Source: an optimization exercise on an open RTL-to-GDS flow (aim: small area, a short achievable clock period and few clock cycles). Production flows keep margins and buffers that such runs may drop. Function was checked by simulation only, so behaviour that the tests miss may differ from the original.

===== flow/design.v =====
package lscs_pkg;
  localparam int unsigned ChunkMaxBits = 52;
  localparam int unsigned ChunkW       = 53;
  localparam int unsigned CbW = 6;
  localparam int unsigned CcW = 7;
  localparam int unsigned CfgDataW = 7;
  localparam int unsigned LeadW = 12;
  typedef enum logic [0:0] {
    REG_CHUNK_BITS  = 1'b0,
    REG_CHUNK_COUNT = 1'b1
  } cfg_reg_e;
  typedef struct packed {
    logic             first;
    logic             last;
    logic             negative;
    logic [LeadW-1:0] lead;
  } limb_ctl_t;
endpackage
module lscs_front #(
  parameter int unsigned LIMB_BITS = 64
) (
  input  logic                     clk_i,
  input  logic                     rst_ni,
  input  logic                     in_valid_i,
  output logic                     in_ready_o,
  input  logic [LIMB_BITS-1:0]     limb_i,
  input  logic                     first_limb_i,
  input  logic                     last_limb_i,
  input  logic                     negative_i,
  input  logic [lscs_pkg::LeadW-1:0] lead_zero_bits_i,
  output logic                     q_valid_o,
  output lscs_pkg::limb_ctl_t      q_ctl_o,
  output logic [LIMB_BITS-1:0]     q_limb_o,
  input  logic                     q_pop_i
);
  localparam int unsigned LeadW = lscs_pkg::LeadW;
  logic [LIMB_BITS-1:0] limb_mem [2];
  logic [LeadW+2:0]     ctl_mem  [2];
  logic                 wr_ptr_q, wr_ptr_d;
  logic                 rd_ptr_q, rd_ptr_d;
  logic [1:0]           fill_q, fill_d;
  logic                 push, pop;
  assign in_ready_o = (fill_q != 2'd2);
  assign q_valid_o  = (fill_q != 2'd0);
  assign push       = in_valid_i && in_ready_o;
  assign pop        = q_pop_i && q_valid_o;
  assign q_ctl_o    = ctl_mem[rd_ptr_q];
  assign q_limb_o   = limb_mem[rd_ptr_q];
  always_comb begin
    wr_ptr_d = push ? ~wr_ptr_q : wr_ptr_q;
    rd_ptr_d = pop ? ~rd_ptr_q : rd_ptr_q;
    fill_d   = fill_q + {1'b0, push} - {1'b0, pop};
  end
  always_ff @(posedge clk_i or negedge rst_ni) begin
    if (!rst_ni) begin
      wr_ptr_q <= 1'b0;
      rd_ptr_q <= 1'b0;
      fill_q   <= 2'd0;
    end else begin
      wr_ptr_q <= wr_ptr_d;
      rd_ptr_q <= rd_ptr_d;
      fill_q   <= fill_d;
    end
  end
  always_ff @(posedge clk_i) begin
    if (push) begin
      limb_mem[wr_ptr_q]         <= limb_i;
      ctl_mem[wr_ptr_q]          <= {first_limb_i, last_limb_i, negative_i, lead_zero_bits_i};
    end
  end
endmodule
module lscs_back #(
  parameter int unsigned LIMB_BITS  = 64,
  parameter int unsigned MAX_CHUNKS = 64
) (
  input  logic                           clk_i,
  input  logic                           rst_ni,
  input  logic [lscs_pkg::CbW-1:0]       cb_i,
  input  logic [$clog2(MAX_CHUNKS+1)-1:0] cc_i,
  input  logic                           cfg_clear_i,
  input  logic                           q_valid_i,
  input  lscs_pkg::limb_ctl_t            q_ctl_i,
  input  logic [LIMB_BITS-1:0]           q_limb_i,
  output logic                           q_pop_o,
  output logic                           out_valid_o,
  input  logic                           out_ready_i,
  output logic signed [lscs_pkg::ChunkW-1:0] chunk_o,
  output logic                           last_chunk_o
);
  localparam int unsigned ChunkMaxBits = lscs_pkg::ChunkMaxBits;
  localparam int unsigned ChunkW = lscs_pkg::ChunkW;
  localparam int unsigned CbW = lscs_pkg::CbW;
  localparam int unsigned LeadW = lscs_pkg::LeadW;
  localparam int unsigned CW = $clog2(MAX_CHUNKS + 1);
  localparam int unsigned RW = $clog2(LIMB_BITS + 1);
  localparam int unsigned AW = $clog2(LIMB_BITS + ChunkMaxBits + 1);
  localparam int unsigned SW = 2 * ChunkMaxBits + LIMB_BITS;
  typedef enum logic [1:0] {
    ST_IDLE,
    ST_ZEROS,
    ST_LIMB,
    ST_TAIL
  } state_e;
  state_e                  state_q;
  logic                    sign_q;
  logic                    last_q;
  logic [CW-1:0]           count_q;
  logic [LeadW-1:0]        lead_q;
  logic [CbW-1:0]          rc_q;
  logic [ChunkMaxBits-1:0] res_q;
  logic [LIMB_BITS-1:0]    sr_q;
  logic [RW-1:0]           rem_q;
  logic                    out_valid_q;
  logic [ChunkW-1:0]       out_chunk_q;
  logic                    out_last_q;
  logic                    live, fits, emit_ok, emit;
  logic [AW-1:0]           need, kk, amount;
  logic [SW-1:0]           shift_in, shift_out;
  logic [ChunkMaxBits-1:0] val, emit_mag;
  logic [ChunkW-1:0]       mag_ext;
  logic [CW-1:0]           count_inc;
  assign live      = (count_q < cc_i);
  assign emit_ok   = !out_valid_q || out_ready_i;
  assign need      = AW'(cb_i) - AW'(rc_q);
  assign fits      = (AW'(rc_q) + AW'(rem_q)) >= AW'(cb_i);
  assign count_inc = count_q + CW'(1);
  assign q_pop_o   = (state_q == ST_IDLE) && q_valid_i;
  always_comb begin
    kk        = ((state_q == ST_LIMB) && !fits) ? AW'(rem_q) : need;
    amount    = AW'(LIMB_BITS + ChunkMaxBits) - kk;
    shift_in  = {res_q, sr_q, {ChunkMaxBits{1'b0}}};
    shift_out = shift_in >> amount;
    val       = shift_out[ChunkMaxBits-1:0];
  end
  always_comb begin
    emit     = 1'b0;
    emit_mag = '0;
    unique case (state_q)
      ST_ZEROS: emit = live && (lead_q >= LeadW'(cb_i)) && emit_ok;
      ST_LIMB: begin
        emit     = live && fits && emit_ok;
        emit_mag = val;
      end
      ST_TAIL: begin
        emit     = live && emit_ok;
        emit_mag = val;
      end
      default: emit = 1'b0;
    endcase
    mag_ext = {1'b0, emit_mag};
  end
  always_ff @(posedge clk_i or negedge rst_ni) begin
    if (!rst_ni) begin
      state_q     <= ST_IDLE;
      sign_q      <= 1'b0;
      last_q      <= 1'b0;
      count_q     <= '0;
      lead_q      <= '0;
      rc_q        <= '0;
      res_q       <= '0;
      sr_q        <= '0;
      rem_q       <= '0;
      out_valid_q <= 1'b0;
      out_chunk_q <= '0;
      out_last_q  <= 1'b0;
    end else begin
      if (emit) begin
        out_valid_q <= 1'b1;
        out_chunk_q <= sign_q ? (ChunkW'(0) - mag_ext) : mag_ext;
        out_last_q  <= (count_inc == cc_i);
        count_q     <= count_inc;
      end else if (out_ready_i) begin
        out_valid_q <= 1'b0;
      end
      if (cfg_clear_i) begin
        res_q   <= '0;
        rc_q    <= '0;
        count_q <= CW'(MAX_CHUNKS);
      end else begin
        unique case (state_q)
          ST_IDLE: begin
            if (q_valid_i) begin
              sr_q   <= q_limb_i;
              rem_q  <= RW'(LIMB_BITS);
              last_q <= q_ctl_i.last;
              if (q_ctl_i.first) begin
                sign_q  <= q_ctl_i.negative;
                count_q <= '0;
                res_q   <= '0;
                lead_q  <= q_ctl_i.lead;
                state_q <= ST_ZEROS;
              end else begin
                state_q <= ST_LIMB;
              end
            end
          end
          ST_ZEROS: begin
            if (live && (lead_q >= LeadW'(cb_i))) begin
              if (emit_ok) begin
                lead_q <= lead_q - LeadW'(cb_i);
              end
            end else begin
              rc_q    <= lead_q[CbW-1:0];
              state_q <= ST_LIMB;
            end
          end
          ST_LIMB: begin
            if (live && fits) begin
              if (emit_ok) begin
                res_q <= '0;
                rc_q  <= '0;
                sr_q  <= sr_q << need;
                rem_q <= rem_q - RW'(need);
              end
            end else begin
              if (live && (rem_q != '0)) begin
                res_q <= val;
                rc_q  <= rc_q + CbW'(rem_q);
                sr_q  <= '0;
                rem_q <= '0;
              end
              state_q <= last_q ? ST_TAIL : ST_IDLE;
            end
          end
          ST_TAIL: begin
            if (live) begin
              if (emit_ok) begin
                res_q <= '0;
                rc_q  <= '0;
              end
            end else begin
              res_q   <= '0;
              rc_q    <= '0;
              state_q <= ST_IDLE;
            end
          end
          default: state_q <= ST_IDLE;
        endcase
      end
    end
  end
  assign out_valid_o  = out_valid_q;
  assign chunk_o      = out_chunk_q;
  assign last_chunk_o = out_last_q;
endmodule
module limb_stream_to_chunk_splitter_core #(
  parameter int unsigned LIMB_BITS  = 64,
  parameter int unsigned MAX_CHUNKS = 64
) (
  input  logic                              clk_i,
  input  logic                              rst_ni,
  input  logic                              cfg_we_i,
  input  lscs_pkg::cfg_reg_e                cfg_index_i,
  input  logic [lscs_pkg::CfgDataW-1:0]     cfg_wdata_i,
  input  logic                              in_valid_i,
  output logic                              in_ready_o,
  input  logic [LIMB_BITS-1:0]              limb_i,
  input  logic                              first_limb_i,
  input  logic                              last_limb_i,
  input  logic                              negative_i,
  input  logic [lscs_pkg::LeadW-1:0]        lead_zero_bits_i,
  output logic                              out_valid_o,
  input  logic                              out_ready_i,
  output logic signed [lscs_pkg::ChunkW-1:0] chunk_o,
  output logic                              last_chunk_o
);
  localparam int unsigned CbW = lscs_pkg::CbW;
  localparam int unsigned CcW = lscs_pkg::CcW;
  localparam int unsigned ChunkMaxBits = lscs_pkg::ChunkMaxBits;
  typedef lscs_pkg::limb_ctl_t limb_ctl_t;
  localparam int unsigned CW = $clog2(MAX_CHUNKS + 1);
  logic [CbW-1:0]  chunk_bits_q;
  logic [CcW-1:0]  chunk_count_q;
  logic [CbW-1:0]  cb_eff;
  logic [CW-1:0]   cc_eff;
  logic            q_valid, q_pop;
  limb_ctl_t       q_ctl;
  logic [LIMB_BITS-1:0] q_limb;
  always_ff @(posedge clk_i or negedge rst_ni) begin
    if (!rst_ni) begin
      chunk_bits_q  <= CbW'(24);
      chunk_count_q <= CcW'(16);
    end else if (cfg_we_i) begin
      unique case (cfg_index_i)
        lscs_pkg::REG_CHUNK_BITS:  chunk_bits_q  <= cfg_wdata_i[CbW-1:0];
        lscs_pkg::REG_CHUNK_COUNT: chunk_count_q <= cfg_wdata_i[CcW-1:0];
        default:         chunk_bits_q  <= chunk_bits_q;
      endcase
    end
  end
  always_comb begin
    if (chunk_bits_q == '0) begin
      cb_eff = CbW'(1);
    end else if (chunk_bits_q > CbW'(ChunkMaxBits)) begin
      cb_eff = CbW'(ChunkMaxBits);
    end else begin
      cb_eff = chunk_bits_q;
    end
    if (chunk_count_q == '0) begin
      cc_eff = CW'(1);
    end else if (chunk_count_q > CcW'(MAX_CHUNKS)) begin
      cc_eff = CW'(MAX_CHUNKS);
    end else begin
      cc_eff = CW'(chunk_count_q);
    end
  end
  lscs_front #(
    .LIMB_BITS (LIMB_BITS)
  ) u_front (
    .clk_i            (clk_i),
    .rst_ni           (rst_ni),
    .in_valid_i       (in_valid_i),
    .in_ready_o       (in_ready_o),
    .limb_i           (limb_i),
    .first_limb_i     (first_limb_i),
    .last_limb_i      (last_limb_i),
    .negative_i       (negative_i),
    .lead_zero_bits_i (lead_zero_bits_i),
    .q_valid_o        (q_valid),
    .q_ctl_o          (q_ctl),
    .q_limb_o         (q_limb),
    .q_pop_i          (q_pop)
  );
  lscs_back #(
    .LIMB_BITS  (LIMB_BITS),
    .MAX_CHUNKS (MAX_CHUNKS)
  ) u_back (
    .clk_i        (clk_i),
    .rst_ni       (rst_ni),
    .cb_i         (cb_eff),
    .cc_i         (cc_eff),
    .cfg_clear_i  (cfg_we_i),
    .q_valid_i    (q_valid),
    .q_ctl_i      (q_ctl),
    .q_limb_i     (q_limb),
    .q_pop_o      (q_pop),
    .out_valid_o  (out_valid_o),
    .out_ready_i  (out_ready_i),
    .chunk_o      (chunk_o),
    .last_chunk_o (last_chunk_o)
  );
endmodule

===== flow/constraint.sdc =====
create_clock -name core_clock -period 10.0 [get_ports {clk_i}]
set_input_delay 2.0000 -clock core_clock [delete_from_list [all_inputs] [get_ports {clk_i}]]
set_output_delay 2.0000 -clock core_clock [all_outputs]
set_load 0.01 [all_outputs]

===== flow/config.mk =====
export PLATFORM = sky130hd
export DESIGN_NAME = limb_stream_to_chunk_splitter_core
export DESIGN_NICKNAME = limb_stream_to_chunk_splitter_core
export VERILOG_FILES = /design/flow/design.v
export SDC_FILE = /design/flow/constraint.sdc
export NUM_CORES = 4
export LEC_CHECK = 0
export CAP_MARGIN = 20
export CORE_MARGIN = 2
export CORE_UTILIZATION = 40
export SLEW_MARGIN = 20

===== flow/run.sh =====
#!/bin/bash
# synth_recipe.tcl (not shown) runs the flow's synth.tcl, then flattens the netlist and writes it again
# the make line also repeats each setting of config.mk as NAME=value (left out here)
make -C /OpenROAD-flow-scripts/flow DESIGN_CONFIG=/design/flow/config.mk WORK_HOME=/design/flow/orfs CLKGATE_MAP_FILE= SYNTH_SCRIPT=/design/flow/synth_recipe.tcl finish

==> run notes <==
## path summary, 6_finish.rpt
| check | end | slack, ns | startpoint | cells past startpoint |
|---|---|---|---|---|
| worst max-delay path | u_back.out_chunk_q[47] | 0.57 | u_back.rc_q[0] | 25 |
| worst min-delay path | u_back.out_chunk_q[12] | 0.48 | u_back.out_chunk_q[12] | 2 |
| worst max register to register | u_back.out_chunk_q[47] | 0.57 | u_back.rc_q[0] | 25 |
| worst min register to register | u_back.out_chunk_q[12] | 0.48 | u_back.out_chunk_q[12] | 2 |
| max in group asynchronous | u_back.sr_q[49] | 6.70 | rst_ni | 3 |
| min in group asynchronous | u_back.out_chunk_q[31] | 1.27 | rst_ni | 1 |
## routing by layer
metal  vias up  global-route usage (%)
met4        10                    40.0
met5         -                   0.159
met3       966                    12.6
li1      16700                       -
met1     19700                    57.8
met2      3104                    69.6
## stage by stage
step           hold slack (ns)  utilization [%]  instances
3_3_place_gp             0.462             44.1       5425
2_1_floorplan            0.461                -       4313
4_1_cts                  0.482             46.0       5511
3_5_place_dp             0.469             44.2       5425
5_1_grt                  0.505             46.1       5517
6_report                 0.476             46.1       5523
## cells in the mapped netlist (all sizes together), types with 72 or more instances
library cell / instances
nand2: 500
a21oi: 374
o22ai: 72
dfrtp: 221
nor3: 167
buf: 181
nand3: 74
clkbuf: 235
o32ai: 103
edfxtp: 158
nor2: 354
o21ai: 362
a211oi: 87
mux2i: 201
## worst min-delay path, cell delays in order, from the launching register on
cell and delay [ns]:
dfrtp_1 0.34, nand2_1 0.05, o21ai_0 0.06
## final cells by class
type | instances | area [um^2]
fill | 8540 | 46900
multi-input combinational | 3453 | 23000
timing repair buffer | 376 | 3400
sequential | 382 | 10400
clock buffer | 60 | 1260
antenna | 9 | 22.5
clock inverter | 26 | 352
inverter | 62 | 233
tap | 1155 | 1450
## sequential cells by signal, summed over array words and instances (netlist names)
name and count:
u_back.last_q 1, u_back.rc_q 6, u_back.state_q 2, chunk_count_q 7, u_back.out_chunk_q 53, chunk_bits_q 6
u_back.sign_q 1, u_back.rem_q 7, u_back.out_last_q 1, u_front.rd_ptr_q 1, u_front.wr_ptr_q 1, u_back.lead_q 12
u_front.fill_q 2, u_back.out_valid_q 1, u_back.res_q 52, u_back.sr_q 64, u_back.count_q 7, u_front.ctl_mem 30
u_front.limb_mem 128
## logic make-up after synthesis
family	after synthesis	synth area share (%)
flops	382	29.4
compound gates	1690	33.6
simple gates	1343	17.5
fa+ha+maj	45	1.68
xor+xnor	85	2.11
buf+inv	478	6.39
mux	290	9.36
==> results.env <==
FINALWEIGHTEDCONGESTION=1.13
REMAINING_DRC_ERRORS=0
POSTSYNTHAREAPERCELL_UM2=8.16
DIE_W_UM=301
YS.WARNINGS.COUNT=3
CTS_NUM_SINKS=382
SYNTH_TOP_FLOP_CELL='dfrtp_1'
WL_MET1_UM=81000
FINALWIRELENGTH_UM=219000
FIN_CRIT_SH_PCT=94.3
WORST_HOLD_PATH_TYPE='register to register'
INITIAL_STANDARD_CELL_UTILIZATION_OF_THE_CORE_PCT=40.5
FINAL.SETUP.WORST_SLACK_NS=0.568
CP.ARRIVAL_NS=9.93
CLOCKBUFFERDEPTH=3
CRIT_REQUIRED_NS=10.49
SETUP_TOTAL_NEGATIVE_SLACK_NS=0
FINAL_HOLD_VIOL_COUNT=0
DETAILED_PLACE_HPWL_UM=168000
DR.PASS1.ITERS=10
CLK_TRANSITION_REPORTED_PATHS_NS=0.06
ACHIEVABLE-FREQUENCY_MHz=106
POSTSYNTHREGISTERBITS=382
DRV.MAX_CAP_VIOLATION_COUNT=0
STDCELL_AREA_UM2=40100
CLKLATENCYLATEPIN_NS=0.67
SLEW_LIMIT_HEADROOM_PCT=13.1
MINIMUM_SETUP_SLACK_AFTER_PLACEMENT_NS=1.09
SYNTH_CELL_TYPE_COUNT=117
NETLIST_AREA_UM2=35200
DIE_AREA_UM2=90400
ROUTED.TOP_LAYER='met5'
NUMBER_OF_BUFFERS_AND_INVERTERS_ON_THE_CRITICAL_PATH=3
CTS_TREE='done'
PORTBUFFERS=147
ASYNCSETRESETFLOPFRACSYNTH_PCT=58.6
LARGEST_NET_DEGREE_AT_THE_START_OF_GLOBAL_ROUTING=145
MET3_ROUTED_LENGTH_UM=23300
GR-TOTAL-OVERFLOW=0
DRIVE_ABOVE_1_SHARE_PCT=12.2
WL_PER_CELL_UM=39.7
MAIN_AREA_CONTRIBUTORS_AFTER_SYNTHESIS='dfrtp_1, edfxtp_1, mux2i_1'
CTS_RESIZED=0
VIA_COUNT_OF_THE_FIRST_GLOBAL_ROUTING_PASS=37900
POST_CTS_HOLD_BUFFER_COUNT=0
SYNTH_EDF_COUNT=158
MOST-COMMON-LAYOUT-CELLS='nand2_1, a21oi_1, nor2_1'
SLEW_VIOLATIONS=0
STATUS='timing/DRC/antenna clean'
NUMBER_OF_INSTANCES_IN_THE_SYNTHESIZED_NETLIST=4313
NUMBER_OF_SETUP_BUFFERS_ADDED_AFTER_CTS=0
NUMBER_OF_I_O_PINS=148
SYNTH_TOP_AREA_SHARE_PCT=15.7
FP.DIEH_UM=301
SETUP-VIOLATIONS-FINAL=0
FIRST_ITER_VIOLATIONS=6613
CORE_AREA_UM2=87000
TRITONCTS.NUM_BUFFERS=46
CTS_ROOT_BUF='clkbuf_16'
ROUTE.VIAS.TOTAL=40500
PATH_DELAY_FAMILY='simple AND/OR/NAND/NOR gates'
CRIT_SLOWEST_CELL='nor4_1'
FIN_NETS=4458
HTREEDEPTH=2
PLACEDINSTANCEAREA_UM2=38400
FIRST_PASS_GRT_WIRE_LENGTH_UM=303000
SETUP_REPAIR_AFTER_GLOBAL_ROUTING_MISSED_ITS_MARGIN='false'
YOSYSTOPAREACELL='dfrtp_1'
POST-ROUTE-MIN-PERIOD_NS=9.43
MET2ROUTEDLENGTH_UM=91200
DETAIL-ROUTE-ANTENNA-NETS=0
CRITICAL_PATH.MAX_FANOUT=27
LAYOUT.CELLS.MOST_COMMON='nand2_1'
WORST_CLOCK_SKEW_NS=0.0594
MAX_STAGE_DELAY_NS=1.00
SYNTH_NETS=4450
VIAS_PER_CELL=7.33
CRITICAL_PATH_CLASS='register to register'
CRITICAL_PATH.STARTPOINT_TYPE='register'
WORSTSETUPENDPOINTTYPE='register'
AREA_GROWTH_SYN_TO_LAYOUT_PCT=13.9
TIGHTESTPINTRANSITION_NS=1.30
YOSYSSEQAREASHARE_PCT=29.4
FLOORPLAN.ROWS=108
ANTENNA_FOUND_INITIAL=12
TRACK_USAGE_PCT=47.4
Testbench counts, summed over its fixed seeds: cycles 22,606.

re-timing with driven ports:
The results above use ideal ports. As a check the final layout listed here was re-extracted and re-timed, cells and wires unchanged.
Step 1, drivers: a clkbuf_16 drives clk_i and a buf_2 each remaining input, both assumed.
Step 2, shift: input delay + t, output delay - t, t = (earliest + latest rising clock arrival at the registers) / 2. This alone moves slack from input paths to output paths.
a / b / c = ideal / step 1 / step 2; a / b = the first two.
t (ns): 0.718
slack for setup (ns): 0.568 / 0.568 / 0.568
hold slack, ns: 0.476 / 0.476 / 0.476
cell pins on the clock port's net: 1
After both steps setup and hold are still met in this run. For this run, drivers alone change the setup slack by 0.000 ns; drivers and shift together by 0.000 ns.
